Background: an optimization exercise with open tools, aiming at small area, a short achievable clock period and few clock cycles per item. Do not read the settings as production practice.
RTL that was checked went through simulation tests only; none was proved equivalent to the original.
Function not checked in runs 3 and 4: the RTL went through the layout flow alone.
No activity file was given, so power comes from the tool's default toggle rates.

==> design/flow/design.v <==
`timescale 1ns/1ns
module step_control (
    input  logic i_clk,
    input  logic i_rstn,
    input  logic i_start,
    input  logic i_lose,
    output logic o_valid,
    output logic o_done
);
    always_ff @(posedge i_clk or negedge i_rstn) begin
        if (!i_rstn) begin
            o_valid <= 1'b0;
            o_done  <= 1'b0;
        end else begin
            o_valid <= i_start;
            o_done  <= o_done | (i_start & i_lose);  
        end
    end
endmodule
`timescale 1ns/1ns
module player_action #(
    parameter int N_BULLETS = 5
) (
    input  logic [2:0]            i_act,
    input  logic [31:0]           i_player,
    input  logic [N_BULLETS-1:0]  i_bullet_active,
    output logic [31:0]           o_player,
    output logic [N_BULLETS-1:0]  o_shot_sel,
    output logic [17:0]           o_shot
);
    localparam int unsigned SCREEN_WIDTH  = 210;
    localparam int unsigned SCREEN_HEIGHT = 160;
    localparam int unsigned PLAYER_SIZE   = 10;
    localparam logic [2:0] ACT_LEFT       = 3'b001;
    localparam logic [2:0] ACT_RIGHT      = 3'b010;
    localparam logic [2:0] ACT_UP         = 3'b100;
    localparam logic [2:0] ACT_DOWN       = 3'b011;
    localparam logic [2:0] ACT_FIRE_LEFT  = 3'b101;
    localparam logic [2:0] ACT_FIRE_RIGHT = 3'b110;
    logic [7:0]           px;
    logic [7:0]           py;
    logic [N_BULLETS-1:0] free_sel;
    logic                 fire;
    logic                 shot_dir;
    assign px = i_player[31:24];
    assign py = i_player[23:16];
    always_comb begin
        o_player = i_player;
        case (i_act)
            ACT_LEFT: begin
                if (px > 8'd0) o_player[31:24] = px - 8'd1;
            end
            ACT_RIGHT: begin
                if (px + PLAYER_SIZE < SCREEN_WIDTH) o_player[31:24] = px + 8'd1;
            end
            ACT_UP: begin
                if (py > 8'd0) o_player[23:16] = py - 8'd1;
            end
            ACT_DOWN: begin
                if (py + PLAYER_SIZE < SCREEN_HEIGHT) o_player[23:16] = py + 8'd1;
            end
            default: o_player = i_player;
        endcase
    end
    assign free_sel = ~i_bullet_active & (i_bullet_active + 1'b1);
    assign fire       = (i_act == ACT_FIRE_LEFT) || (i_act == ACT_FIRE_RIGHT);
    assign o_shot_sel = fire ? free_sel : '0;
    assign shot_dir = (i_act == ACT_FIRE_LEFT);
    assign o_shot = {shot_dir ? px - 8'd2 : px + 8'd2, py, shot_dir, 1'b1};
endmodule
`timescale 1ns/1ns
module object_lane (
    input  logic [17:0] i_obj,
    input  logic        i_spawn_sel,
    input  logic [17:0] i_spawn,
    output logic [17:0] o_obj
);
    localparam int unsigned SCREEN_WIDTH = 210;
    logic [7:0] ox;
    assign ox = i_obj[17:10];
    always_comb begin
        o_obj = i_obj;
        if (i_spawn_sel) begin
            o_obj = i_spawn;     
        end else if (i_obj[0]) begin
            if (i_obj[1]) begin
                if (ox == 8'd0) o_obj[0] = 1'b0;
                else o_obj[17:10] = ox - 8'd1;
            end else begin
                if (ox >= SCREEN_WIDTH) o_obj[0] = 1'b0;
                else o_obj[17:10] = ox + 8'd1;
            end
        end
    end
endmodule
`timescale 1ns/1ns
module collision_score #(
    parameter int N_BULLETS = 5,
    parameter int N_ENEMIES = 5,
    parameter int N_DIVERS  = 5
) (
    input  logic                    i_clk,
    input  logic [31:0]             i_player,
    input  logic [18*N_BULLETS-1:0] i_bullets,
    input  logic [18*N_ENEMIES-1:0] i_enemies,
    input  logic [18*N_DIVERS-1:0]  i_divers,
    input  logic [31:0]             i_score,
    output logic [31:0]             o_player,
    output logic [18*N_BULLETS-1:0] o_bullets,
    output logic [18*N_ENEMIES-1:0] o_enemies,
    output logic [18*N_DIVERS-1:0]  o_divers,
    output logic [31:0]             o_score,
    output logic                    o_lose
);
    function automatic win(input logic [7:0] a, input logic [7:0] b,
                           input logic [1:0] lo, input logic [3:0] n);
        logic [8:0] d;
        d = {1'b0, a} - {1'b0, b} - {7'd0, lo};
        win = d < {5'd0, n};
    endfunction
    logic [7:0] px, py;
    assign px = i_player[31:24];
    assign py = i_player[23:16];
    logic [N_BULLETS*N_ENEMIES-1:0] match_d;
    logic [N_DIVERS-1:0]            pick_d;
    always_comb begin
        for (int e = 0; e < N_ENEMIES; e++)
            for (int b = 0; b < N_BULLETS; b++)
                match_d[N_BULLETS*e+b] = i_enemies[18*e] && i_bullets[18*b]
                    && win(i_bullets[18*b+10 +: 8], i_enemies[18*e+10 +: 8], 2'd1, 4'd9)
                    && win(i_bullets[18*b+2 +: 8], i_enemies[18*e+2 +: 8], 2'd1, 4'd9);
        for (int d = 0; d < N_DIVERS; d++)
            pick_d[d] = i_divers[18*d]
                && win(i_divers[18*d+10 +: 8], px, 2'd0, 4'd10)
                && win(i_divers[18*d+2 +: 8], py, 2'd0, 4'd10);
    end
    assign o_lose = py >= 8'd10 && i_player[15:6] <= 10'd1 && i_player[5:3] <= 3'd1;
    logic [31:0]                    player_q;
    logic [18*N_BULLETS-1:0]        bullets_q;
    logic [18*N_ENEMIES-1:0]        enemies_q;
    logic [18*N_DIVERS-1:0]         divers_q;
    logic [31:0]                    score_q;
    logic [N_BULLETS*N_ENEMIES-1:0] match_q;
    logic [N_DIVERS-1:0]            pick_q;
    always_ff @(posedge i_clk) begin
        player_q  <= i_player;
        bullets_q <= i_bullets;
        enemies_q <= i_enemies;
        divers_q  <= i_divers;
        score_q   <= i_score;
        match_q   <= match_d;
        pick_q    <= pick_d;
    end
    logic [N_BULLETS-1:0] avail [N_ENEMIES+1];
    logic [N_BULLETS-1:0] cand  [N_ENEMIES];
    logic [N_BULLETS-1:0] take  [N_ENEMIES];
    logic [N_ENEMIES-1:0] hit;
    always_comb begin
        avail[0] = '1;
        for (int e = 0; e < N_ENEMIES; e++) begin
            cand[e]      = match_q[N_BULLETS*e +: N_BULLETS] & avail[e];
            take[e]      = cand[e] & ~(cand[e] - 1'b1);
            hit[e]       = |cand[e];
            avail[e + 1] = avail[e] & ~take[e];
        end
    end
    logic [7:0] qy;
    logic [9:0] qoxy;
    logic [2:0] qlives, qdivc;
    assign qy     = player_q[23:16];
    assign qoxy   = player_q[15:6];
    assign qlives = player_q[5:3];
    assign qdivc  = player_q[2:0];
    logic [2:0] n_hit, n_pick;
    logic       surface, rescue, starve;
    logic [2:0] divc_picked;
    always_comb begin
        n_hit  = '0;
        n_pick = '0;
        for (int e = 0; e < N_ENEMIES; e++) n_hit  = n_hit + 3'(hit[e]);
        for (int d = 0; d < N_DIVERS; d++)  n_pick = n_pick + 3'(pick_q[d]);
        divc_picked = qdivc;
        if (qdivc < 3'd6) divc_picked = (4'(qdivc) + 4'(n_pick) >= 4'd6) ? 3'd6 : qdivc + n_pick;
    end
    assign surface = qy < 8'd10;
    assign rescue  = surface && qdivc == 3'd6;
    assign starve  = !surface && qoxy <= 10'd1;
    always_comb begin
        o_player = player_q;
        o_player[2:0] = rescue ? 3'd0 : divc_picked;
        if (surface || starve) o_player[15:6] = 10'd1000;
        else o_player[15:6] = qoxy - 10'd1;
        if (starve) o_player[5:3] = (qlives <= 3'd1) ? 3'd0 : qlives - 3'd1;
    end
    always_comb begin
        o_bullets = bullets_q;
        o_enemies = enemies_q;
        o_divers  = divers_q;
        for (int b = 0; b < N_BULLETS; b++) o_bullets[18*b] = bullets_q[18*b] & avail[N_ENEMIES][b];
        for (int e = 0; e < N_ENEMIES; e++) o_enemies[18*e] = enemies_q[18*e] & ~hit[e];
        for (int d = 0; d < N_DIVERS; d++)  o_divers[18*d]  = divers_q[18*d] & ~pick_q[d];
    end
    logic [9:0] low_base;
    logic [9:0] low_k [N_ENEMIES+1];
    logic [9:0] low;
    logic [N_ENEMIES:0] k_is;
    logic [31:9] carry_run;
    assign low_base = {1'b0, score_q[8:0]} + 10'(n_pick + 3'(rescue)) * 10'd50;
    always_comb begin
        for (int k = 0; k <= N_ENEMIES; k++) begin
            low_k[k] = low_base + 10'(20 * k);
            k_is[k]  = n_hit == 3'(k);
        end
        low = '0;
        for (int k = 0; k <= N_ENEMIES; k++) low = low | (low_k[k] & {10{k_is[k]}});
        carry_run[9] = 1'b1;
        for (int i = 10; i < 32; i++) carry_run[i] = carry_run[i-1] & score_q[i-1];
        o_score[8:0] = low[8:0];
        for (int i = 9; i < 32; i++) o_score[i] = score_q[i] ^ (low[9] & carry_run[i]);
    end
endmodule
`timescale 1ns/1ns
module game_step #(
    parameter int N_BULLETS = 5,
    parameter int N_ENEMIES = 5,
    parameter int N_DIVERS  = 5
) (
    input  logic                    i_clk,
    input  logic                    i_rstn,
    input  logic                    i_start,
    input  logic [2:0]              i_act,
    input  logic [31:0]             i_player,
    input  logic [18*N_BULLETS-1:0] i_bullets,
    input  logic [18*N_ENEMIES-1:0] i_enemies,
    input  logic [18*N_DIVERS-1:0]  i_divers,
    input  logic [31:0]             i_score,
    output logic [31:0]             o_player,
    output logic [18*N_BULLETS-1:0] o_bullets,
    output logic [18*N_ENEMIES-1:0] o_enemies,
    output logic [18*N_DIVERS-1:0]  o_divers,
    output logic [31:0]             o_score,
    output logic                    o_done,
    output logic                    o_valid
);
    logic                    lose;
    logic [31:0]             moved_player;
    logic [N_BULLETS-1:0]    bullet_active;
    logic [N_BULLETS-1:0]    shot_sel;
    logic [17:0]             shot;
    logic [18*N_BULLETS-1:0] moved_bullets;
    logic [18*N_ENEMIES-1:0] moved_enemies;
    logic [18*N_DIVERS-1:0]  moved_divers;
    step_control step_control_i (
        .i_clk   (i_clk),
        .i_rstn  (i_rstn),
        .i_start (i_start),
        .i_lose  (lose),
        .o_valid (o_valid),
        .o_done  (o_done)
    );
    player_action #(.N_BULLETS(N_BULLETS)) player_action_i (
        .i_act           (i_act),
        .i_player        (i_player),
        .i_bullet_active (bullet_active),
        .o_player        (moved_player),
        .o_shot_sel      (shot_sel),
        .o_shot          (shot)
    );
    for (genvar g = 0; g < N_BULLETS; g++) begin : g_bullet
        assign bullet_active[g] = i_bullets[18*g];
        object_lane lane_i (.i_obj(i_bullets[18*g +: 18]), .i_spawn_sel(shot_sel[g]),
            .i_spawn(shot), .o_obj(moved_bullets[18*g +: 18]));
    end
    for (genvar g = 0; g < N_ENEMIES; g++) begin : g_enemy
        object_lane lane_i (.i_obj(i_enemies[18*g +: 18]), .i_spawn_sel(1'b0),
            .i_spawn(18'd0), .o_obj(moved_enemies[18*g +: 18]));
    end
    for (genvar g = 0; g < N_DIVERS; g++) begin : g_diver
        object_lane lane_i (.i_obj(i_divers[18*g +: 18]), .i_spawn_sel(1'b0),
            .i_spawn(18'd0), .o_obj(moved_divers[18*g +: 18]));
    end
    collision_score #(
        .N_BULLETS (N_BULLETS),
        .N_ENEMIES (N_ENEMIES),
        .N_DIVERS  (N_DIVERS)
    ) collision_score_i (
        .i_clk     (i_clk),
        .i_player  (moved_player),
        .i_bullets (moved_bullets),
        .i_enemies (moved_enemies),
        .i_divers  (moved_divers),
        .i_score   (i_score),
        .o_player  (o_player),
        .o_bullets (o_bullets),
        .o_enemies (o_enemies),
        .o_divers  (o_divers),
        .o_score   (o_score),
        .o_lose    (lose)
    );
endmodule
==> design/flow/flow/run.sh <==
#!/bin/bash
# Layout flow: the standard ORFS flow (standard.sh, with the standard flow's synthesis
# script) with these changes:
#  - synthesis leaves adders to ABC (no half/full adder extraction), so ABC
#    can restructure the arithmetic; registers are untouched
#  - every port still gets its own buffer, a plain buf_2 instead of the
#    default delay-cell buffer
set -euo pipefail
MARGIN=$(cat flow/margin.txt 2>/dev/null || echo 0)
bash standard.sh ADDER_MAP_FILE= synth > flow_synth.log 2>&1
bash standard.sh ADDER_MAP_FILE= "BUFFER_PORTS_ARGS=-buffer_cell sky130_fd_sc_hd__buf_2" \
    SETUP_SLACK_MARGIN=$MARGIN finish > flow_finish.log 2>&1
test -f out/final.def
==> design/flow/flow/margin.txt <==
14
==> design/flow/standard.sh <==
#!/bin/bash
# synth_recipe.tcl (not shown) runs the flow's synth.tcl, then flattens the netlist and writes it again
# the make line also repeats each setting of config.mk as NAME=value (left out here)
make -C /OpenROAD-flow-scripts/flow DESIGN_CONFIG=/design/flow/config.mk WORK_HOME=/design/flow/orfs CLKGATE_MAP_FILE= SYNTH_SCRIPT=/design/flow/synth_recipe.tcl "${@:-finish}"
==> design/flow/config.mk <==
export PLATFORM = sky130hd
export DESIGN_NAME = game_step
export DESIGN_NICKNAME = game_step
export VERILOG_FILES = /design/flow/design.v
export SDC_FILE = /design/flow/constraint.sdc
export NUM_CORES = 4
export LEC_CHECK = 0
export CAP_MARGIN = 20
export CORE_MARGIN = 2
export CORE_UTILIZATION = 40
export SLEW_MARGIN = 20
==> design/flow/constraint.sdc <==
create_clock -name core_clock -period 25.0 [get_ports {i_clk}]
set_input_delay 5.0000 -clock core_clock [delete_from_list [all_inputs] [get_ports {i_clk}]]
set_output_delay 5.0000 -clock core_clock [all_outputs]
set_load 0.01 [all_outputs]
==> results of run 1 <==
-- flip-flops by register name, indices dropped and copies added, names as in the netlist --
name,flops
collision_score_i.enemies_q,90
collision_score_i.match_q,25
collision_score_i.score_q,32
collision_score_i.pick_q,5
collision_score_i.player_q,32
step_control_i.o_done,1
collision_score_i.bullets_q,90
step_control_i.o_valid,1
collision_score_i.divers_q,90
-- final cells by class --
class | instances | area [sq um] | area share [%]
Timing Repair Buffer | 775 | 4130 | 10.9
Clock inverter | 27 | 318 | 0.841
Multi-Input combinational cell | 3552 | 22500 | 59.7
Sequential cell | 366 | 7340 | 19.4
Inverter | 203 | 762 | 2.02
Clock buffer | 59 | 1280 | 3.39
Tap cell | 1080 | 1350 | 3.58
Antenna cell | 22 | 55.1 | 0.146
-- metal layers --
metal	up-vias	GRT usage, %	part of all wire (%)
met5	-	0	0.047
met4	10	19.1	6.7
met3	394	7.19	8.7
met2	1741	53.7	46
met1	16700	38.1	39
li1	17000	-	-
-- layout by cell type, fill, tap and decap left out, drive strengths merged, types with 35 or more instances in the layout --
cell    count
or3        36
dfxtp     364
mux2i     103
nor2b      36
xnor2     320
nor2      429
nand4      37
xor2       65
buf       775
nor4       51
or2        46
nor3      146
nand2b     43
a211oi     35
o211ai     44
a21o       36
and3       57
inv       193
and2       53
nand3     147
clkbuf     59
a31oi      65
o31ai      50
maj3      166
a21oi     295
o22ai      51
nand2     446
o21ai     359
-- kinds of logic (layout without fill, tap and decap cells) --
logic type               after synthesis  count (layout)  synth area share (%)
AO/OA/AOI/OAI                       1259            1259                  24.5
XOR/XNOR                             386             386                  10.2
adder cells (fa/ha/maj)              166             166                  5.01
buffers and inverters                744            1064                  11.5
flip-flops                           366             366                  21.9
multiplexers                         125             125                  3.81
other                                  0              22                     0
AND/OR/NAND/NOR                     1615            1616                  23.2
-- report_power, final --
part           switching [mW]  internal (mW)  total (mW)
Clock                   0.304          0.410       0.714
Sequential             0.0174          0.620       0.638
Combinational           0.462          0.255       0.717
Total                   0.783           1.29        2.07
-- critical path: cells and delay by family (launching register included) --
kind	cells	cell delay [ns]
adder cells (fa/ha/maj)	1	0.39
XOR/XNOR	4	1.38
flip-flops	1	0.49
buffers and inverters	1	0.14
AO/OA/AOI/OAI	6	1.73
AND/OR/NAND/NOR	3	0.83
-- through the flow --
stage / worst slack [ns] / total power, mW
finish: 14.41 / 2.07
global route: 14.00 / 2.16
CTS: 14.18 / 2.07
detailed placement: 14.55 / 1.35
global placement: 14.72 / 1.34
floorplan: 16.11 / 1.13
-- timing repair --
item,4_1_cts,5_1_grt
endpoints found under the setup margin,19,20
gates resized for setup,1,6
pin swaps,0,2
gates cloned,0,1
buffers inserted,0,1
-- worst min-delay path by stage --
stage                     depth (start not counted)                     to             startpoint
after CTS                                         1  step_control_i.o_done  step_control_i.o_done
after detailed placement                          1  step_control_i.o_done  step_control_i.o_done
final                                             1  step_control_i.o_done  step_control_i.o_done
after global routing                              1  step_control_i.o_done  step_control_i.o_done
after global placement                            1  step_control_i.o_done  step_control_i.o_done
after floorplan                                   1  step_control_i.o_done  step_control_i.o_done
==> results.txt, run 1 <==
# TYPE chip_impl_metric gauge
chip_impl_metric{name="period_share",unit="%"} 42.4
chip_impl_metric{name="period_minus_slack",unit="ns"} 10.59
chip_impl_metric{name="max_cap_viol_count",unit=""} 0
chip_impl_metric{name="fp-row-count",unit=""} 106
chip_impl_metric{name="io_buffers",unit=""} 675
chip_impl_metric{name="gr_usage_total",unit="%"} 32.3
chip_impl_info{name="cp-start-kind",value="flip-flop"} 1
chip_impl_info{name="status",value="timing/DRC/antenna clean"} 1
chip_impl_metric{name="first_pass_iters",unit=""} 6
chip_impl_metric{name="syn_area",unit="sq um"} 33600
chip_impl_metric{name="timing_max_transition_violations_final",unit=""} 0
chip_impl_metric{name="timing.critical_path.required",unit="ns"} 20.00
chip_impl_metric{name="critPathMaxStageDelay",unit="ns"} 0.55
chip_impl_metric{name="routed_wl",unit="um"} 147000
chip_impl_metric{name="cts_buffers",unit=""} 46
chip_impl_metric{name="cellPowerDensity",unit="nW/um^2"} 54.8
chip_impl_metric{name="io_pins",unit=""} 676
chip_impl_metric{name="total_negative_setup_slacks",unit="ns"} 0
chip_impl_metric{name="detailedRoute.firstIterationViolations",unit=""} 3175
chip_impl_metric{name="place_inst",unit=""} 5974
chip_impl_metric{name="layout.nets",unit=""} 5284
chip_impl_metric{name="worstRegToRegCells",unit=""} 1
chip_impl_metric{name="routabilityCongestion",unit=""} 1.00
chip_impl_metric{name="nFillCells",unit=""} 8453
chip_impl_metric{name="detailed_place.area",unit="sq um"} 36000
chip_impl_metric{name="final_cells",unit=""} 6084
chip_impl_metric{name="route.detailed.vias_per_inst",unit=""} 5.90
chip_impl_metric{name="postSynthRegisterBits",unit=""} 366
chip_impl_metric{name="drc",unit=""} 0
chip_impl_info{name="startpoint",value="collision_score_i.pick_q[1]"} 1
chip_impl_metric{name="cts_hold_buffers",unit=""} 0
chip_impl_metric{name="syn_inst",unit=""} 4661
chip_impl_info{name="synth.top_cells.by_count",value="sky130_fd_sc_hd__nand2_1, sky130_fd_sc_hd__nor2_1, sky130_fd_sc_hd__dfxtp_1"} 1
chip_impl_metric{name="clockBufferDepth",unit=""} 3
chip_impl_metric{name="maxSlewHeadroom",unit="%"} 12.5
chip_impl_metric{name="number_of_synthesized_flops_with_an_enable_pin",unit=""} 0
chip_impl_metric{name="cts.sinks",unit=""} 366
chip_impl_info{name="crit-reg2reg-capture",value="step_control_i.o_done"} 1
chip_impl_info{name="critical_path.most_common_cell",value="sky130_fd_sc_hd__xnor2_1"} 1
chip_impl_metric{name="signal_arrival_time_at_the_worst_endpoint",unit="ns"} 5.59
chip_impl_info{name="timing.critical_path.to",value="o_score[26]"} 1
chip_impl_metric{name="worst_voltage_drop_across_the_vdd_grid",unit="mV"} 0.0451
chip_impl_metric{name="final-hold-violation-count",unit=""} 0
chip_impl_metric{name="initial_antenna_violation_count",unit=""} 25
chip_impl_metric{name="fp.dieArea",unit="sq um"} 86300
chip_impl_info{name="crit_path_cell_trace",value="xnor3_1 -> xnor2_1 -> maj3_2 -> a21oi_2 -> o21ai_0 -> nand2_1 -> a2111oi_2 -> xnor2_1 -> a21oi_1 -> o22ai_1 -> a311oi_2 -> nor3_4 -> nand4_1 -> xnor2_1 -> buf_2"} 1
chip_impl_metric{name="clk_pin_slew_worst_paths",unit="ns"} 0.06
chip_impl_metric{name="synth.yosys.seq_area_share",unit="%"} 21.9
chip_impl_metric{name="synth_top_area_share",unit="%"} 21.7
chip_impl_info{name="synth_area_leader_cell",value="sky130_fd_sc_hd__dfxtp_1"} 1
chip_impl_metric{name="netlist-cell-type-count",unit=""} 107
chip_impl_metric{name="dp_hpwl",unit="um"} 118000
chip_impl_info{name="crit_path_end_kind",value="primary output"} 1
chip_impl_metric{name="postSynth.asyncResetShare",unit="%"} 0.546
chip_impl_metric{name="path_max_fanout",unit=""} 10
chip_impl_info{name="crit-reg2reg-launch",value="step_control_i.o_done"} 1
chip_impl_metric{name="finalCoreUtilization",unit="%"} 45.3
chip_impl_metric{name="grt_first_pass_wirelength",unit="um"} 211000
chip_impl_metric{name="final-setup-viol-count",unit=""} 0
chip_impl_metric{name="worst_skew_pair.late_latency",unit="ns"} 0.62
chip_impl_metric{name="timing.reg2reg.setup_slack",unit="ns"} 24.36
chip_impl_metric{name="syn-num-nets",unit=""} 5001
chip_impl_metric{name="route.vias.total",unit=""} 35900
chip_impl_metric{name="holdWs",unit="ns"} 0.474
chip_impl_metric{name="postLayoutCellArea",unit="sq um"} 37800
chip_impl_info{name="netlist_top_cells_area",value="sky130_fd_sc_hd__dfxtp_1, sky130_fd_sc_hd__xnor2_1, sky130_fd_sc_hd__buf_4"} 1
chip_impl_info{name="critPathSlowestCell",value="sky130_fd_sc_hd__xnor3_1"} 1
chip_impl_metric{name="static-leakage-power",unit="nW"} 15.4
chip_impl_metric{name="die_w",unit="um"} 294
chip_impl_info{name="tritoncts",value="yes"} 1
chip_impl_metric{name="start_util",unit="%"} 40.2
chip_impl_info{name="clock_tree.root_cell",value="sky130_fd_sc_hd__clkbuf_16"} 1
chip_impl_metric{name="htreeDepth",unit=""} 2
chip_impl_metric{name="grt_pass1_vias",unit=""} 32100
chip_impl_metric{name="drt-wirelength-per-cell",unit="um"} 24.2
chip_impl_metric{name="placeableCoreArea",unit="sq um"} 83400
chip_impl_metric{name="drive_above_1_share",unit="%"} 20.7
chip_impl_metric{name="ys.warnings.count",unit=""} 8
chip_impl_metric{name="layout_stage_area_growth_over_the_synthesis_result",unit="%"} 12.5
chip_impl_metric{name="fin_worst_skew",unit="ns"} 0
chip_impl_info{name="post-synth-top-count-cell",value="sky130_fd_sc_hd__nand2_1"} 1
chip_impl_metric{name="antenna_left",unit=""} 0
chip_impl_metric{name="synth_area_per_cell",unit="sq um"} 7.20
chip_impl_info{name="hold_path.class",value="flip-flop to flip-flop"} 1
chip_impl_info{name="grt_setup_unrepaired",value="false"} 1
chip_impl_metric{name="fmaxAchievable",unit="MHz"} 94.4
chip_impl_metric{name="grt_start_max_net_pins",unit=""} 30
chip_impl_info{name="setup.worst_path.class",value="flip-flop to primary output"} 1
chip_impl_metric{name="chipHeight",unit="um"} 294
chip_impl_metric{name="timing_worst_slew_pin_value",unit="ns"} 1.30
chip_impl_metric{name="grt.overflow.total",unit=""} 0
chip_impl_info{name="synth_ff_type",value="sky130_fd_sc_hd__dfxtp_1"} 1
Testbench counts, summed over its fixed seeds: cycles 48,000, steps 24,000.
==> run 2, diff against run 1 <==
==> design/flow/run.sh (new file) <==
#!/bin/bash
# synth_recipe.tcl (not shown) runs the flow's synth.tcl, then flattens the netlist and writes it again
# the make line also repeats each setting of config.mk as NAME=value (left out here)
make -C /OpenROAD-flow-scripts/flow DESIGN_CONFIG=/design/flow/config.mk WORK_HOME=/design/flow/orfs CLKGATE_MAP_FILE= SYNTH_SCRIPT=/design/flow/synth_recipe.tcl finish
--- a/design/flow/config.mk
+++ b/design/flow/config.mk
@@ -8,4 +8,5 @@
 export CAP_MARGIN = 20
 export CORE_MARGIN = 2
 export CORE_UTILIZATION = 40
+export SETUP_SLACK_MARGIN = 5
 export SLEW_MARGIN = 20
removed: design/flow/flow/run.sh
removed: design/flow/flow/margin.txt
removed: design/flow/standard.sh
==> run 2 against run 1 <==
Compared with the run above: still clean on timing, DRC and antenna; synthesized area is 11% higher; first-iteration DRC count is 9.6% lower; combinational power is 39% higher; routed wire length is 2.8% higher; largest power group unchanged.
==> results.txt, run 2 <==
# TYPE chip_impl_metric gauge
chip_impl_info{name="status",value="timing/DRC/antenna clean"} 1
chip_impl_info{name="final_cell_mix",value="sky130_fd_sc_hd__clkdlybuf4s50_1, sky130_fd_sc_hd__ha_1, sky130_fd_sc_hd__a21oi_1"} 1
chip_impl_metric{name="cellPowerDensity",unit="nW/um^2"} 52.0
chip_impl_metric{name="worst_skew_pair.late_latency",unit="ns"} 0.64
chip_impl_metric{name="die_w",unit="um"} 310
chip_impl_metric{name="path_max_fanout",unit=""} 15
chip_impl_metric{name="detailedRoute.firstIterationViolations",unit=""} 2870
chip_impl_metric{name="cts.repair.resized",unit=""} 0
chip_impl_info{name="critPathSlowestCell",value="sky130_fd_sc_hd__nor2_1"} 1
chip_impl_metric{name="initial_antenna_violation_count",unit=""} 32
chip_impl_metric{name="fmaxAchievable",unit="MHz"} 79.3
chip_impl_metric{name="drc",unit=""} 0
chip_impl_metric{name="synth.yosys.seq_area_share",unit="%"} 19.6
chip_impl_metric{name="cts_buffers",unit=""} 47
chip_impl_metric{name="fp-row-count",unit=""} 112
chip_impl_metric{name="clockBufferDepth",unit=""} 3
chip_impl_metric{name="chipHeight",unit="um"} 310
chip_impl_metric{name="drive_above_1_share",unit="%"} 4.25
chip_impl_metric{name="drt-wirelength-per-cell",unit="um"} 23.6
chip_impl_metric{name="grt_first_pass_wirelength",unit="um"} 218000
chip_impl_info{name="critical_path.top_delay_family",value="adder cells"} 1
chip_impl_metric{name="cell_internal_pwr",unit="mW"} 1.48
chip_impl_metric{name="worstRegToRegCells",unit=""} 1
chip_impl_metric{name="detailed_place.area",unit="sq um"} 43800
chip_impl_metric{name="start_util",unit="%"} 40.2
chip_impl_metric{name="htreeDepth",unit=""} 2
chip_impl_info{name="biggest_registers_after_layout",value="collision_score_i.bullets_q (90), collision_score_i.divers_q (90), collision_score_i.enemies_q (90)"} 1
chip_impl_metric{name="ys.warnings.count",unit=""} 8
chip_impl_info{name="synth_area_leader_cell",value="sky130_fd_sc_hd__ha_1"} 1
chip_impl_metric{name="cts.sinks",unit=""} 366
chip_impl_info{name="grt_setup_unrepaired",value="false"} 1
chip_impl_metric{name="switching_power",unit="mW"} 0.883
chip_impl_metric{name="postSynthRegisterBits",unit=""} 366
chip_impl_metric{name="syn-num-nets",unit=""} 5667
chip_impl_metric{name="antenna_left",unit=""} 0
chip_impl_info{name="synth.top_cells.by_count",value="sky130_fd_sc_hd__ha_1, sky130_fd_sc_hd__a21oi_1, sky130_fd_sc_hd__dfxtp_1, sky130_fd_sc_hd__inv_1, sky130_fd_sc_hd__nand2_1"} 1
chip_impl_metric{name="route.detailed.vias_per_inst",unit=""} 5.64
chip_impl_info{name="min-delay-start",value="step_control_i.o_done"} 1
chip_impl_metric{name="fp.dieArea",unit="sq um"} 95900
chip_impl_metric{name="final-hold-violation-count",unit=""} 0
chip_impl_metric{name="number_of_synthesized_flops_with_an_enable_pin",unit=""} 0
chip_impl_metric{name="synth_top_area_share",unit="%"} 19.6
chip_impl_metric{name="period_share",unit="%"} 50.5
chip_impl_metric{name="layout.nets",unit=""} 6087
chip_impl_info{name="hold_path.class",value="flip-flop to flip-flop"} 1
chip_impl_metric{name="max_cap_viol_count",unit=""} 0
chip_impl_metric{name="period_minus_slack",unit="ns"} 12.61
chip_impl_metric{name="final-setup-viol-count",unit=""} 0
chip_impl_metric{name="signal_arrival_time_at_the_worst_endpoint",unit="ns"} 7.61
chip_impl_info{name="crit-reg2reg-capture",value="step_control_i.o_done"} 1
chip_impl_metric{name="maxSlewHeadroom",unit="%"} 32.7
chip_impl_metric{name="dp_hpwl",unit="um"} 125000
chip_impl_info{name="crit-reg2reg-launch",value="step_control_i.o_done"} 1
chip_impl_metric{name="layout_stage_area_growth_over_the_synthesis_result",unit="%"} 21.6
chip_impl_metric{name="comb_power_share",unit="%"} 42.1
chip_impl_info{name="crit_path_end_kind",value="primary output"} 1
chip_impl_info{name="critical_path.most_common_cell",value="sky130_fd_sc_hd__ha_1"} 1
chip_impl_info{name="tritoncts",value="yes"} 1
chip_impl_metric{name="final_power",unit="mW"} 2.36
chip_impl_metric{name="static-leakage-power",unit="nW"} 20.1
chip_impl_metric{name="seqPwrFrac",unit="%"} 27.0
chip_impl_metric{name="worst_voltage_drop_across_the_vdd_grid",unit="mV"} 0.0466
chip_impl_info{name="crit_path_cell_trace",value="ha_1 -> inv_1 -> fa_1 -> inv_1 -> ha_1 -> fa_1 -> ha_1 -> xor2_1 -> ha_1 -> o21ai_0 -> nor2_1 -> nor2_1 -> inv_1 -> ha_1 -> nor2b_1 -> a2111oi_0 -> or3_1 -> a211o_1 -> a22oi_1 -> o211ai_1 -> o21ai_2 -> ha_1 -> xor2_1 -> clkdlybuf4s50_1"} 1
chip_impl_info{name="hold_path_end",value="step_control_i.o_done"} 1
chip_impl_metric{name="critPathMaxStageDelay",unit="ns"} 0.66
chip_impl_info{name="post-synth-top-count-cell",value="sky130_fd_sc_hd__ha_1"} 1
chip_impl_metric{name="gr_usage_total",unit="%"} 30.5
chip_impl_metric{name="grt.overflow.total",unit=""} 0
chip_impl_metric{name="synth_area_per_cell",unit="sq um"} 8.00
chip_impl_metric{name="timing.critical_path.required",unit="ns"} 20.00
chip_impl_metric{name="total_negative_setup_slacks",unit="ns"} 0
chip_impl_info{name="cp-start-kind",value="flip-flop"} 1
chip_impl_metric{name="clk_pin_slew_worst_paths",unit="ns"} 0.06
chip_impl_metric{name="syn_inst",unit=""} 4672
chip_impl_metric{name="placeableCoreArea",unit="sq um"} 92900
chip_impl_metric{name="route.vias.total",unit=""} 36100
chip_impl_metric{name="finalCoreUtilization",unit="%"} 48.9
chip_impl_metric{name="io_pins",unit=""} 676
chip_impl_metric{name="cts_hold_buffers",unit=""} 0
chip_impl_metric{name="io_buffers",unit=""} 675
chip_impl_metric{name="timing.hold.worst_path_depth",unit=""} 1
chip_impl_metric{name="postSynth.asyncResetShare",unit="%"} 0.546
chip_impl_metric{name="fin_worst_skew",unit="ns"} 0
chip_impl_metric{name="timing_worst_slew_pin_value",unit="ns"} 0.982
chip_impl_info{name="clock_tree.root_cell",value="sky130_fd_sc_hd__clkbuf_16"} 1
chip_impl_metric{name="grt_start_max_net_pins",unit=""} 26
chip_impl_metric{name="routed_wl",unit="um"} 151000
chip_impl_info{name="final_common_cell",value="sky130_fd_sc_hd__clkdlybuf4s50_1"} 1
chip_impl_info{name="startpoint",value="collision_score_i.pick_q[1]"} 1
chip_impl_metric{name="cts_setup_buffers",unit=""} 0
chip_impl_metric{name="timing.reg2reg.setup_slack",unit="ns"} 24.22
chip_impl_metric{name="grt_pass1_vias",unit=""} 34300
chip_impl_info{name="synth_ff_type",value="sky130_fd_sc_hd__dfxtp_1"} 1
chip_impl_metric{name="timing.critical_path.buf_inv",unit=""} 4
chip_impl_metric{name="switching_share",unit="%"} 37.4
chip_impl_metric{name="netlist-cell-type-count",unit=""} 99
chip_impl_metric{name="timing_max_transition_violations_final",unit=""} 0
chip_impl_metric{name="routabilityCongestion",unit=""} 0.964
chip_impl_metric{name="postLayoutCellArea",unit="sq um"} 45500
chip_impl_metric{name="first_pass_iters",unit=""} 7
chip_impl_info{name="setup.worst_path.class",value="flip-flop to primary output"} 1
chip_impl_metric{name="share_of_power_burned_in_the_clock_network",unit="%"} 30.9
chip_impl_info{name="netlist_top_cells_area",value="sky130_fd_sc_hd__ha_1, sky130_fd_sc_hd__dfxtp_1, sky130_fd_sc_hd__a21oi_1"} 1
chip_impl_metric{name="syn_area",unit="sq um"} 37400
==> run 2: cell types whose count changed after synthesis, sizes merged, moves of 64 or more <==
cell / delta
fa: +68
nor2: -120
a21oi: +144
maj3: -165
nand2: -87
nand3: -64
xnor2: -141
clkbuf: -144
o21ai: -89
a21o: +109
inv: +177
ha: +587
mux2i: -83
==> run 2: routing by layer <==
layer  vias to the layer above  wire (um)  global-route usage [%]
met5                         -        217                       0
met4                        30       6700                    13.8
met3                       293      11900                    6.51
met2                      1352      71400                    51.9
met1                     17000      61100                    36.7
li1                      17400          -                       -
==> run 2: cell type report <==
class	count	area [sq um]
Fill cell	9020	47400
Multi-Input combinational cell	3570	26200
Sequential cell	366	7340
Timing Repair Buffer	743	7270
Tap cell	1254	1570
Inverter	364	1370
Clock buffer	60	1270
Clock inverter	23	348
Antenna cell	21	52.6
==> run 2: cell families after synthesis <==
logic type / Yosys count / share of synthesized area [%]
muxes: 34 / 0.957
and+or+nand+nor: 1263 / 16.5
adders and majority gates: 656 / 23.3
AOI/OAI and AO/OA: 1339 / 22.8
DFF: 366 / 19.6
xor gates and xnor gates: 278 / 6.55
buffers and inverters: 736 / 10.2
==> run 2: stage by stage <==
step / worst slack, ns / std cells / hold slack [ns]
6_report: 12.39 / 6401 / 0.480
5_1_grt: 11.90 / 6392 / 0.492
4_1_cts: 12.39 / 6380 / 0.481
3_5_place_dp: 13.09 / 6297 / 0.468
3_3_place_gp: 13.14 / 6297 / 0.462
2_1_floorplan: 14.43 / 4672 / 0.512
==> run 2: worst max-delay path by stage <==
stage,to,cells after the start
3_3_place_gp,o_score[10],24
6_report,o_score[10],24
3_5_place_dp,o_score[10],24
2_1_floorplan,o_score[10],24
5_1_grt,o_score[10],24
4_1_cts,o_score[10],24
==> run 2: power by group through the flow <==
stage / Clock (mW) / Sequential, mW / Combinational (mW)
2_1_floorplan: 0 / 0.645 / 0.639
3_3_place_gp: 0 / 0.651 / 0.969
3_5_place_dp: 0 / 0.651 / 0.981
4_1_cts: 0.750 / 0.639 / 0.986
5_1_grt: 0.771 / 0.641 / 1.09
6_report: 0.730 / 0.639 / 0.994
==> run 3, diff against run 2 <==
--- a/design/flow/design.v
+++ b/design/flow/design.v
@@ -200,24 +200,7 @@
         for (int e = 0; e < N_ENEMIES; e++) o_enemies[18*e] = enemies_q[18*e] & ~hit[e];
         for (int d = 0; d < N_DIVERS; d++)  o_divers[18*d]  = divers_q[18*d] & ~pick_q[d];
     end
-    logic [9:0] low_base;
-    logic [9:0] low_k [N_ENEMIES+1];
-    logic [9:0] low;
-    logic [N_ENEMIES:0] k_is;
-    logic [31:9] carry_run;
-    assign low_base = {1'b0, score_q[8:0]} + 10'(n_pick + 3'(rescue)) * 10'd50;
-    always_comb begin
-        for (int k = 0; k <= N_ENEMIES; k++) begin
-            low_k[k] = low_base + 10'(20 * k);
-            k_is[k]  = n_hit == 3'(k);
-        end
-        low = '0;
-        for (int k = 0; k <= N_ENEMIES; k++) low = low | (low_k[k] & {10{k_is[k]}});
-        carry_run[9] = 1'b1;
-        for (int i = 10; i < 32; i++) carry_run[i] = carry_run[i-1] & score_q[i-1];
-        o_score[8:0] = low[8:0];
-        for (int i = 9; i < 32; i++) o_score[i] = score_q[i] ^ (low[9] & carry_run[i]);
-    end
+    assign o_score = score_q + 32'(n_hit) * 32'd20 + (32'(n_pick) + 32'(rescue)) * 32'd50;
 endmodule
 `timescale 1ns/1ns
 module game_step #(
--- a/design/flow/config.mk
+++ b/design/flow/config.mk
@@ -8,5 +8,4 @@
 export CAP_MARGIN = 20
 export CORE_MARGIN = 2
 export CORE_UTILIZATION = 40
-export SETUP_SLACK_MARGIN = 5
 export SLEW_MARGIN = 20
==> run 3 against run 2 <==
Compared with the run above: flip-flop and latch count did not move; synthesized area fell by 0.89%; worst setup slack got worse by 0.11 ns; clock power fell by 3%; first-iteration DRC count rose by 23%; sequential share of layout area rose by 0.094 points; utilization rose by 0.38 points; clock skew did not move; power fell by 1.6%; combinational power fell by 2%; highest routed layer unchanged; final cell count fell by 0.92%; routed wire length rose by 3.5%.
==> results.txt, run 3 <==
# TYPE chip_impl_metric gauge
chip_impl_metric{name="final_cells",unit=""} 6342
chip_impl_info{name="grt_setup_unrepaired",value="false"} 1
chip_impl_metric{name="detailedRoute.firstIterationViolations",unit=""} 3516
chip_impl_metric{name="io_buffers",unit=""} 675
chip_impl_metric{name="routed_wl",unit="um"} 157000
chip_impl_metric{name="route.vias.total",unit=""} 36100
chip_impl_metric{name="post-route-worst-setup-slack",unit="ns"} 12.28
chip_impl_metric{name="start_util",unit="%"} 40.4
chip_impl_metric{name="routabilityCongestion",unit=""} 0.986
chip_impl_metric{name="cellPowerDensity",unit="nW/um^2"} 51.4
chip_impl_metric{name="switching_share",unit="%"} 37.4
chip_impl_metric{name="clk_pin_slew_worst_paths",unit="ns"} 0.06
chip_impl_metric{name="syn_area",unit="sq um"} 37000
chip_impl_metric{name="layout.nets",unit=""} 6095
chip_impl_metric{name="total_negative_setup_slacks",unit="ns"} 0
chip_impl_metric{name="signal_arrival_time_at_the_worst_endpoint",unit="ns"} 7.72
chip_impl_info{name="crit_path_end_kind",value="primary output"} 1
chip_impl_metric{name="multi_input_area",unit="sq um"} 26000
chip_impl_metric{name="critPathMaxStageDelay",unit="ns"} 0.55
chip_impl_metric{name="worst_skew_pair.late_latency",unit="ns"} 0.62
chip_impl_metric{name="cts_buffers",unit=""} 47
chip_impl_metric{name="timing_max_transition_violations_final",unit=""} 0
chip_impl_metric{name="nFillCells",unit=""} 8965
chip_impl_metric{name="antenna_left",unit=""} 0
chip_impl_metric{name="period_minus_slack",unit="ns"} 12.72
chip_impl_metric{name="chipHeight",unit="um"} 308
chip_impl_metric{name="path_max_fanout",unit=""} 6
chip_impl_metric{name="maxSlewHeadroom",unit="%"} 17.9
chip_impl_metric{name="timing_worst_slew_pin_value",unit="ns"} 1.22
chip_impl_metric{name="die_w",unit="um"} 308
chip_impl_metric{name="synth_top_area_share",unit="%"} 19.7
chip_impl_metric{name="cts_setup_buffers",unit=""} 0
chip_impl_metric{name="final-hold-violation-count",unit=""} 0
chip_impl_metric{name="clockBufferDepth",unit=""} 3
chip_impl_metric{name="htreeDepth",unit=""} 2
chip_impl_info{name="synth_ff_type",value="sky130_fd_sc_hd__dfxtp_1"} 1
chip_impl_metric{name="finalCoreUtilization",unit="%"} 49.3
chip_impl_metric{name="cts_hold_buffers",unit=""} 0
chip_impl_info{name="netlist_top_cells_area",value="sky130_fd_sc_hd__ha_1, sky130_fd_sc_hd__dfxtp_1, sky130_fd_sc_hd__a21oi_1"} 1
chip_impl_metric{name="comb_power_share",unit="%"} 42.0
chip_impl_metric{name="share_of_power_burned_in_the_clock_network",unit="%"} 30.6
chip_impl_metric{name="syn_inst",unit=""} 4669
chip_impl_metric{name="ys.warnings.count",unit=""} 7
chip_impl_metric{name="drt-wirelength-per-cell",unit="um"} 24.7
chip_impl_metric{name="dp_hpwl",unit="um"} 124000
chip_impl_metric{name="number_of_synthesized_flops_with_an_enable_pin",unit=""} 0
chip_impl_metric{name="postSynthRegisterBits",unit=""} 366
chip_impl_metric{name="worst_voltage_drop_across_the_vdd_grid",unit="mV"} 0.0431
chip_impl_metric{name="grt_first_pass_wirelength",unit="um"} 223000
chip_impl_metric{name="cell_internal_pwr",unit="mW"} 1.46
chip_impl_metric{name="gr_usage_total",unit="%"} 31.9
chip_impl_info{name="post-synth-top-count-cell",value="sky130_fd_sc_hd__ha_1"} 1
chip_impl_metric{name="place_inst",unit=""} 6235
chip_impl_info{name="cp-start-kind",value="flip-flop"} 1
chip_impl_metric{name="placeableCoreArea",unit="sq um"} 91700
chip_impl_metric{name="fp.dieArea",unit="sq um"} 95100
chip_impl_metric{name="cts.repair.resized",unit=""} 0
chip_impl_info{name="critPathSlowestCell",value="sky130_fd_sc_hd__clkdlybuf4s50_1"} 1
chip_impl_metric{name="period_share",unit="%"} 50.9
chip_impl_metric{name="dp_worst_setup_slack",unit="ns"} 13.03
chip_impl_info{name="hold_path.class",value="flip-flop to flip-flop"} 1
chip_impl_metric{name="route.detailed.vias_per_inst",unit=""} 5.69
chip_impl_metric{name="layout_stage_area_growth_over_the_synthesis_result",unit="%"} 22.0
chip_impl_info{name="tritoncts",value="yes"} 1
chip_impl_metric{name="first_pass_iters",unit=""} 6
chip_impl_metric{name="syn-num-nets",unit=""} 5666
chip_impl_metric{name="final-setup-viol-count",unit=""} 0
chip_impl_metric{name="fp-row-count",unit=""} 111
chip_impl_metric{name="max_cap_viol_count",unit=""} 0
chip_impl_info{name="status",value="timing/DRC/antenna clean"} 1
chip_impl_info{name="clock_tree.root_cell",value="sky130_fd_sc_hd__clkbuf_16"} 1
chip_impl_metric{name="seqPwrFrac",unit="%"} 27.4
chip_impl_metric{name="io_pins",unit=""} 676
chip_impl_metric{name="netlist-cell-type-count",unit=""} 90
chip_impl_metric{name="synth_area_per_cell",unit="sq um"} 7.93
chip_impl_metric{name="fmaxAchievable",unit="MHz"} 78.6
chip_impl_metric{name="static-leakage-power",unit="nW"} 20.0
chip_impl_metric{name="detailed_place.area",unit="sq um"} 43500
chip_impl_metric{name="switching_power",unit="mW"} 0.869
chip_impl_info{name="final_cell_mix",value="sky130_fd_sc_hd__clkdlybuf4s50_1, sky130_fd_sc_hd__ha_1, sky130_fd_sc_hd__a21oi_1"} 1
chip_impl_metric{name="grt.overflow.total",unit=""} 0
chip_impl_metric{name="postSynth.asyncResetShare",unit="%"} 0.546
chip_impl_metric{name="timing.critical_path.required",unit="ns"} 20.00
chip_impl_metric{name="fin_worst_skew",unit="ns"} 0
chip_impl_metric{name="postLayoutCellArea",unit="sq um"} 45200
chip_impl_metric{name="drc",unit=""} 0
chip_impl_metric{name="seqCellArea",unit="sq um"} 7340
chip_impl_metric{name="cts.sinks",unit=""} 366
chip_impl_metric{name="grt_pass1_vias",unit=""} 33300
chip_impl_info{name="final_common_cell",value="sky130_fd_sc_hd__clkdlybuf4s50_1"} 1
chip_impl_metric{name="grt_start_max_net_pins",unit=""} 31
chip_impl_info{name="setup.worst_path.class",value="flip-flop to primary output"} 1
chip_impl_info{name="biggest_registers_after_layout",value="collision_score_i.bullets_q (90), collision_score_i.divers_q (90), collision_score_i.enemies_q (90)"} 1
chip_impl_info{name="synth.top_cells.by_count",value="sky130_fd_sc_hd__ha_1, sky130_fd_sc_hd__a21oi_1, sky130_fd_sc_hd__inv_1"} 1
chip_impl_metric{name="initial_antenna_violation_count",unit=""} 43
chip_impl_info{name="synth_area_leader_cell",value="sky130_fd_sc_hd__ha_1"} 1
chip_impl_metric{name="synth.yosys.seq_area_share",unit="%"} 19.8
chip_impl_metric{name="drive_above_1_share",unit="%"} 4.19
[run 3: power by group through the flow]
stage | clock network (mW) | registers [mW] | logic, mW
floorplan | 0 | 0.644 | 0.629
global placement | 0 | 0.649 | 0.946
detailed placement | 0 | 0.650 | 0.955
CTS | 0.730 | 0.637 | 0.962
global route | 0.751 | 0.641 | 1.07
finish | 0.711 | 0.637 | 0.977
[run 3: path summary, 6_finish.rpt]
path / startpoint / end / slack (ns) / cells past startpoint
worst max-delay path: collision_score_i.match_q[1] / o_score[24] / 12.28 / 28
worst min-delay path: step_control_i.o_done / step_control_i.o_done / 0.50 / 1
worst max register to register: step_control_i.o_done / step_control_i.o_done / 24.29 / 1
worst min register to register: step_control_i.o_done / step_control_i.o_done / 0.50 / 1
max in group asynchronous: i_rstn / step_control_i.o_valid / 20.27 / 1
min in group asynchronous: i_rstn / step_control_i.o_done / 4.57 / 1
[run 3: layout make-up]
| cell class | instances | area share (%) |
|---|---|---|
| Antenna cell | 22 | 0.122 |
| Clock buffer | 59 | 2.83 |
| Clock inverter | 26 | 0.717 |
| Inverter | 400 | 3.32 |
| Multi-Input combinational cell | 3544 | 57.5 |
| Sequential cell | 366 | 16.2 |
| Tap cell | 1186 | 3.28 |
| Timing Repair Buffer | 739 | 16.0 |
[run 3: logic make-up after synthesis]
group | synth area share (%)
multiplexers | 1.05
adder cells (fa/ha/maj) | 23.7
XOR/XNOR | 6.35
AND/OR/NAND/NOR | 17.0
flip-flops | 19.8
AO/OA/AOI/OAI | 21.6
buffers and inverters | 10.5
[run 3: routing by layer]
| metal | part of all wire [%] | track usage (%) | vias up |
|---|---|---|---|
| met3 | 10 | 7.52 | 303 |
| met5 | 0.16 | 0 | - |
| met4 | 4.8 | 14.6 | 34 |
| met2 | 43 | 49.7 | 1670 |
| met1 | 41 | 41.5 | 16800 |
| li1 | - | - | 17300 |
[run 3: per-stage QoR]
| step | hold WS (ns) | power, mW |
|---|---|---|
| after floorplan | 0.503 | 1.27 |
| after global placement | 0.471 | 1.60 |
| after detailed placement | 0.479 | 1.61 |
| after CTS | 0.499 | 2.33 |
| after global routing | 0.534 | 2.46 |
| final | 0.497 | 2.33 |
[run 3: critical path: cells and delay by family (launching register included)]
| kind | cells | cell delay, ns |
|---|---|---|
| buffers and inverters | 4 | 0.81 |
| AND/OR/NAND/NOR | 5 | 0.71 |
| flip-flops | 1 | 0.43 |
| XOR/XNOR | 1 | 0.16 |
| AO/OA/AOI/OAI | 12 | 2.80 |
| adder cells (fa/ha/maj) | 6 | 2.17 |
==> run 4, diff against run 3 <==
--- a/design/flow/design.v
+++ b/design/flow/design.v
@@ -62,7 +62,14 @@
             default: o_player = i_player;
         endcase
     end
-    assign free_sel = ~i_bullet_active & (i_bullet_active + 1'b1);
+    always_comb begin
+        logic below_busy;
+        below_busy = 1'b1;
+        for (int b = 0; b < N_BULLETS; b++) begin
+            free_sel[b] = below_busy & ~i_bullet_active[b];
+            below_busy  = below_busy & i_bullet_active[b];
+        end
+    end
     assign fire       = (i_act == ACT_FIRE_LEFT) || (i_act == ACT_FIRE_RIGHT);
     assign o_shot_sel = fire ? free_sel : '0;
     assign shot_dir = (i_act == ACT_FIRE_LEFT);
@@ -200,7 +207,25 @@
         for (int e = 0; e < N_ENEMIES; e++) o_enemies[18*e] = enemies_q[18*e] & ~hit[e];
         for (int d = 0; d < N_DIVERS; d++)  o_divers[18*d]  = divers_q[18*d] & ~pick_q[d];
     end
-    assign o_score = score_q + 32'(n_hit) * 32'd20 + (32'(n_pick) + 32'(rescue)) * 32'd50;
+    logic [2:0]         n_save;
+    logic [9:0]         low_k [N_ENEMIES+1];
+    logic [N_ENEMIES:0] k_hot;
+    logic [9:0]         low;
+    logic [31:9]        all_ones;
+    assign n_save = n_pick + 3'(rescue);
+    always_comb begin
+        for (int k = 0; k <= N_ENEMIES; k++)
+            low_k[k] = {1'b0, score_q[8:0]} + (10'(n_save) * 10'd50 + 10'(20 * k));
+        k_hot = (N_ENEMIES+1)'(1);
+        for (int e = 0; e < N_ENEMIES; e++)
+            if (hit[e]) k_hot = k_hot << 1;
+        low = '0;
+        for (int k = 0; k <= N_ENEMIES; k++) low = low | (low_k[k] & {10{k_hot[k]}});
+        all_ones[9] = 1'b1;
+        for (int i = 10; i < 32; i++) all_ones[i] = all_ones[i-1] & score_q[i-1];
+        o_score[8:0] = low[8:0];
+        for (int i = 9; i < 32; i++) o_score[i] = score_q[i] ^ (low[9] & all_ones[i]);
+    end
 endmodule
 `timescale 1ns/1ns
 module game_step #(
==> design/flow/flow/run.sh (new file) <==
#!/bin/bash
# Layout flow: the standard ORFS flow (standard.sh, with the standard flow's synthesis
# script) with these changes:
#  - synthesis leaves adders to ABC (no half/full adder extraction), so ABC
#    can restructure the arithmetic; registers are untouched
#  - every port still gets its own buffer, a plain buf_2 instead of the
#    default delay-cell buffer
set -euo pipefail
MARGIN=$(cat flow/margin.txt 2>/dev/null || echo 0)
bash standard.sh ADDER_MAP_FILE= synth > flow_synth.log 2>&1
bash standard.sh ADDER_MAP_FILE= "BUFFER_PORTS_ARGS=-buffer_cell sky130_fd_sc_hd__buf_2" \
    SETUP_SLACK_MARGIN=$MARGIN finish > flow_finish.log 2>&1
test -f out/final.def
==> design/flow/flow/margin.txt (new file) <==
15
==> design/flow/standard.sh (new file) <==
#!/bin/bash
# synth_recipe.tcl (not shown) runs the flow's synth.tcl, then flattens the netlist and writes it again
# the make line also repeats each setting of config.mk as NAME=value (left out here)
make -C /OpenROAD-flow-scripts/flow DESIGN_CONFIG=/design/flow/config.mk WORK_HOME=/design/flow/orfs CLKGATE_MAP_FILE= SYNTH_SCRIPT=/design/flow/synth_recipe.tcl "${@:-finish}"
removed: design/flow/run.sh
==> run 4 against run 3 <==
Compared with the run above: maximum frequency up 30%; clock skew is the same; clock power rose by 3.7%; critical path depth down 13; critical endpoint is now o_score[31]; highest routed layer unchanged.
==> results.txt, run 4 <==
# TYPE chip_impl_metric gauge
chip_impl_metric{name="drc",unit=""} 0
chip_impl_metric{name="start_util",unit="%"} 40.3
chip_impl_info{name="biggest_registers_after_layout",value="collision_score_i.bullets_q (90), collision_score_i.divers_q (90), collision_score_i.enemies_q (90)"} 1
chip_impl_metric{name="postSynth.asyncResetShare",unit="%"} 0.546
chip_impl_metric{name="route.detailed.vias_per_inst",unit=""} 6.02
chip_impl_metric{name="fin_worst_skew",unit="ns"} 0
chip_impl_info{name="clock_tree.root_cell",value="sky130_fd_sc_hd__clkbuf_16"} 1
chip_impl_metric{name="placeableCoreArea",unit="sq um"} 88400
chip_impl_metric{name="grt_first_pass_wirelength",unit="um"} 224000
chip_impl_metric{name="chipHeight",unit="um"} 302
chip_impl_metric{name="final_power",unit="mW"} 2.12
chip_impl_metric{name="cts.sinks",unit=""} 366
chip_impl_metric{name="die_w",unit="um"} 302
chip_impl_info{name="netlist_top_cells_area",value="sky130_fd_sc_hd__dfxtp_1, sky130_fd_sc_hd__xnor2_1, sky130_fd_sc_hd__buf_4"} 1
chip_impl_metric{name="antenna_left",unit=""} 0
chip_impl_metric{name="signal_arrival_time_at_the_worst_endpoint",unit="ns"} 4.79
chip_impl_metric{name="ys.warnings.count",unit=""} 8
chip_impl_metric{name="drt-wirelength-per-cell",unit="um"} 23.9
chip_impl_metric{name="period_share",unit="%"} 39.2
chip_impl_metric{name="postSynthRegisterBits",unit=""} 366
chip_impl_metric{name="route.vias.total",unit=""} 38900
chip_impl_metric{name="period_minus_slack",unit="ns"} 9.79
chip_impl_metric{name="total_negative_setup_slacks",unit="ns"} 0
chip_impl_metric{name="synth_top_area_share",unit="%"} 20.5
chip_impl_metric{name="cts_buffers",unit=""} 47
chip_impl_metric{name="io_pins",unit=""} 676
chip_impl_info{name="synth_ff_type",value="sky130_fd_sc_hd__dfxtp_1"} 1
chip_impl_metric{name="layout.nets",unit=""} 5581
chip_impl_metric{name="cts_hold_buffers",unit=""} 0
chip_impl_metric{name="finalCoreUtilization",unit="%"} 45.4
chip_impl_metric{name="worst_voltage_drop_across_the_vdd_grid",unit="mV"} 0.0597
chip_impl_metric{name="timing_max_transition_violations_final",unit=""} 0
chip_impl_metric{name="cellPowerDensity",unit="nW/um^2"} 52.8
chip_impl_metric{name="final-setup-viol-count",unit=""} 0
chip_impl_metric{name="fp-row-count",unit=""} 109
chip_impl_metric{name="grt_pass1_vias",unit=""} 34900
chip_impl_metric{name="clk_pin_slew_worst_paths",unit="ns"} 0.06
chip_impl_metric{name="layout_stage_area_growth_over_the_synthesis_result",unit="%"} 12.7
chip_impl_metric{name="path_max_fanout",unit=""} 20
chip_impl_info{name="status",value="timing/DRC/antenna clean"} 1
chip_impl_metric{name="max_cap_viol_count",unit=""} 0
chip_impl_info{name="final_common_cell",value="sky130_fd_sc_hd__buf_2"} 1
chip_impl_info{name="crit_path_end_kind",value="primary output"} 1
chip_impl_metric{name="final_cells",unit=""} 6462
chip_impl_metric{name="synth.yosys.seq_area_share",unit="%"} 20.6
chip_impl_metric{name="routed_wl",unit="um"} 155000
chip_impl_metric{name="fp.dieArea",unit="sq um"} 91500
chip_impl_info{name="grt_setup_unrepaired",value="true"} 1
chip_impl_metric{name="dp_worst_setup_slack",unit="ns"} 14.39
chip_impl_info{name="tritoncts",value="yes"} 1
chip_impl_metric{name="gr_usage_total",unit="%"} 32.0
chip_impl_info{name="hold_path.class",value="flip-flop to flip-flop"} 1
chip_impl_metric{name="netlist-cell-type-count",unit=""} 104
chip_impl_metric{name="number_of_synthesized_flops_with_an_enable_pin",unit=""} 0
chip_impl_metric{name="nFillCells",unit=""} 9238
chip_impl_metric{name="worst_skew_pair.late_latency",unit="ns"} 0.65
chip_impl_metric{name="syn_inst",unit=""} 4977
chip_impl_metric{name="detailedRoute.firstIterationViolations",unit=""} 4040
chip_impl_info{name="synth_area_leader_cell",value="sky130_fd_sc_hd__dfxtp_1"} 1
chip_impl_info{name="final_cell_mix",value="sky130_fd_sc_hd__buf_2, sky130_fd_sc_hd__nor2_1, sky130_fd_sc_hd__nand2_1"} 1
chip_impl_info{name="cp-start-kind",value="flip-flop"} 1
chip_impl_metric{name="post-route-worst-setup-slack",unit="ns"} 15.21
chip_impl_metric{name="fmaxAchievable",unit="MHz"} 102
chip_impl_metric{name="routabilityCongestion",unit=""} 0.994
chip_impl_metric{name="syn-num-nets",unit=""} 5317
chip_impl_info{name="synth.top_cells.by_count",value="sky130_fd_sc_hd__nor2_1, sky130_fd_sc_hd__nand2_1, sky130_fd_sc_hd__dfxtp_1"} 1
chip_impl_metric{name="maxSlewHeadroom",unit="%"} 20.7
chip_impl_metric{name="syn_area",unit="sq um"} 35600
chip_impl_info{name="post-synth-top-count-cell",value="sky130_fd_sc_hd__nor2_1"} 1
chip_impl_metric{name="timing.hold.worst_path_depth",unit=""} 1
chip_impl_metric{name="clockBufferDepth",unit=""} 3
chip_impl_metric{name="grt.overflow.total",unit=""} 0
chip_impl_metric{name="dp_hpwl",unit="um"} 123000
chip_impl_metric{name="first_pass_iters",unit=""} 7
chip_impl_info{name="setup.worst_path.class",value="flip-flop to primary output"} 1
chip_impl_metric{name="static-leakage-power",unit="nW"} 15.8
chip_impl_metric{name="io_buffers",unit=""} 675
chip_impl_metric{name="worstRegToRegCells",unit=""} 1
chip_impl_metric{name="final-hold-violation-count",unit=""} 0
chip_impl_metric{name="drive_above_1_share",unit="%"} 20.4
chip_impl_metric{name="htreeDepth",unit=""} 2
chip_impl_metric{name="initial_antenna_violation_count",unit=""} 40
chip_impl_metric{name="timing_worst_slew_pin_value",unit="ns"} 1.18
chip_impl_metric{name="synth_area_per_cell",unit="sq um"} 7.16
chip_impl_metric{name="timing.critical_path.required",unit="ns"} 20.00
chip_impl_metric{name="place_inst",unit=""} 6340
chip_impl_metric{name="grt_start_max_net_pins",unit=""} 32
==> run 4: changes by cell type after synthesis, moves of 81 or more <==
cell                       previous run  this run
sky130_fd_sc_hd__a21oi_1            444       338
sky130_fd_sc_hd__nor2_1             345       427
sky130_fd_sc_hd__inv_1              398       165
sky130_fd_sc_hd__nand2_1            330       411
sky130_fd_sc_hd__ha_1               583         0
sky130_fd_sc_hd__maj3_1               0       130
sky130_fd_sc_hd__clkbuf_1            78       273
sky130_fd_sc_hd__xnor2_1            177       362
sky130_fd_sc_hd__mux2i_1             23       110
==> run 4: metal layers <==
metal,track usage [%],part of all wire (%)
met3,6.37,9.2
met1,42.4,41
met2,51.3,45
met4,11.9,4.0
met5,0,0.18
==> run 4: cells by family after synthesis <==
| group | count (synthesis) | share of synthesized area [%] |
|---|---|---|
| compound gates | 1453 | 26.7 |
| simple gates | 1679 | 23.2 |
| mux | 134 | 3.86 |
| flops | 366 | 20.6 |
| xor+xnor | 420 | 10.5 |
| fa+ha+maj | 139 | 3.94 |
| buf+inv | 786 | 11.2 |
==> run 4: what timing repair did <==
item	CTS	global route
gates resized for setup	25	20
cloned	1	0
pin swaps	4	4
setup buffers	5	11
endpoints found under the setup margin	26	25
==> run 4: critical path, stage by stage, from the launching register on <==
cell	delay (ns)
sky130_fd_sc_hd__dfxtp_2	0.41
sky130_fd_sc_hd__xnor3_2	0.50
sky130_fd_sc_hd__xnor2_1	0.15
sky130_fd_sc_hd__buf_4	0.23
sky130_fd_sc_hd__maj3_2	0.38
sky130_fd_sc_hd__maj3_2	0.37
sky130_fd_sc_hd__maj3_1	0.41
sky130_fd_sc_hd__a211oi_4	0.33
sky130_fd_sc_hd__a21oi_1	0.16
sky130_fd_sc_hd__o21ai_0	0.28
sky130_fd_sc_hd__o21ai_2	0.14
sky130_fd_sc_hd__nand4_1	0.10
sky130_fd_sc_hd__buf_4	0.21
sky130_fd_sc_hd__and4_1	0.23
sky130_fd_sc_hd__xor2_1	0.13
sky130_fd_sc_hd__buf_2	0.14
==> run 4: area by class of cell <==
type | instances | area [sq um] | area share [%]
antenna | 18 | 45.0 | 0.112
clock buffer | 56 | 1240 | 3.09
clock inverter | 31 | 384 | 0.957
inverter | 202 | 758 | 1.89
multi-input combinational | 3826 | 24600 | 61.3
sequential | 366 | 7340 | 18.3
tap | 1165 | 1460 | 3.63
timing repair buffer | 798 | 4300 | 10.7
==> run 4: per-stage QoR <==
step	hold slack, ns	instance area [sq um]
detailed placement	0.466	38200
CTS	0.489	40000
global route	0.520	40100
finish	0.497	40200
global placement	0.459	38200
floorplan	0.513	35600
==> run 4: path summary, 6_finish.rpt <==
check / start / slack (ns) / end
min in group asynchronous: i_rstn / 4.16 / step_control_i.o_done
worst max-delay path: collision_score_i.pick_q[1] / 15.21 / o_score[31]
worst max register to register: step_control_i.o_done / 24.35 / step_control_i.o_done
worst min-delay path: step_control_i.o_done / 0.50 / step_control_i.o_done
max in group asynchronous: i_rstn / 20.71 / step_control_i.o_valid
worst min register to register: step_control_i.o_done / 0.50 / step_control_i.o_done
==> run 4: where the power goes <==
group,switching [mW],leakage (nW),total [mW],internal [mW]
Combinational,0.475,12.0,0.744,0.269
Sequential,0.0191,3.09,0.639,0.620
Clock,0.321,0.780,0.737,0.416

[what the ideal ports hide]
How much do the figures lean on ideal ports? The routed layouts below were timed once more, with nothing changed but the port constraints.
Step 1: set_driving_cell puts a clkbuf_16 on i_clk and a buf_2 on each other input, an assumption about the parent block.
Step 2, shift: input delay + t, output delay - t, t = (earliest + latest rising clock arrival at the registers) / 2. This alone moves slack from input paths to output paths.
a / b / c = no drivers / after step 1 / after step 2; a / b = the first two.
| run | t (ns) | slack for setup (ns) | worst setup path after step 2 | latest minus earliest clock arrival (ns) |
|---|---|---|---|---|
| run 1 | 0.687 | 14.408 / 14.340 / 14.567 | input to register | 0.012 / 0.012 |
| run 2 | 0.702 | 12.386 / 12.320 / 13.022 | register to output | 0.039 / 0.038 |
| run 3 | 0.704 | 12.276 / 12.199 / 12.903 | register to output | 0.029 / 0.030 |
| run 4 | 0.706 | 15.206 / 15.136 / 14.795 | input to register | 0.045 / 0.045 |
After both steps setup and hold are still met in every run listed. The setup slack of run 4, which loses most, moves by -0.070 ns with the drivers and by -0.411 ns with both steps.
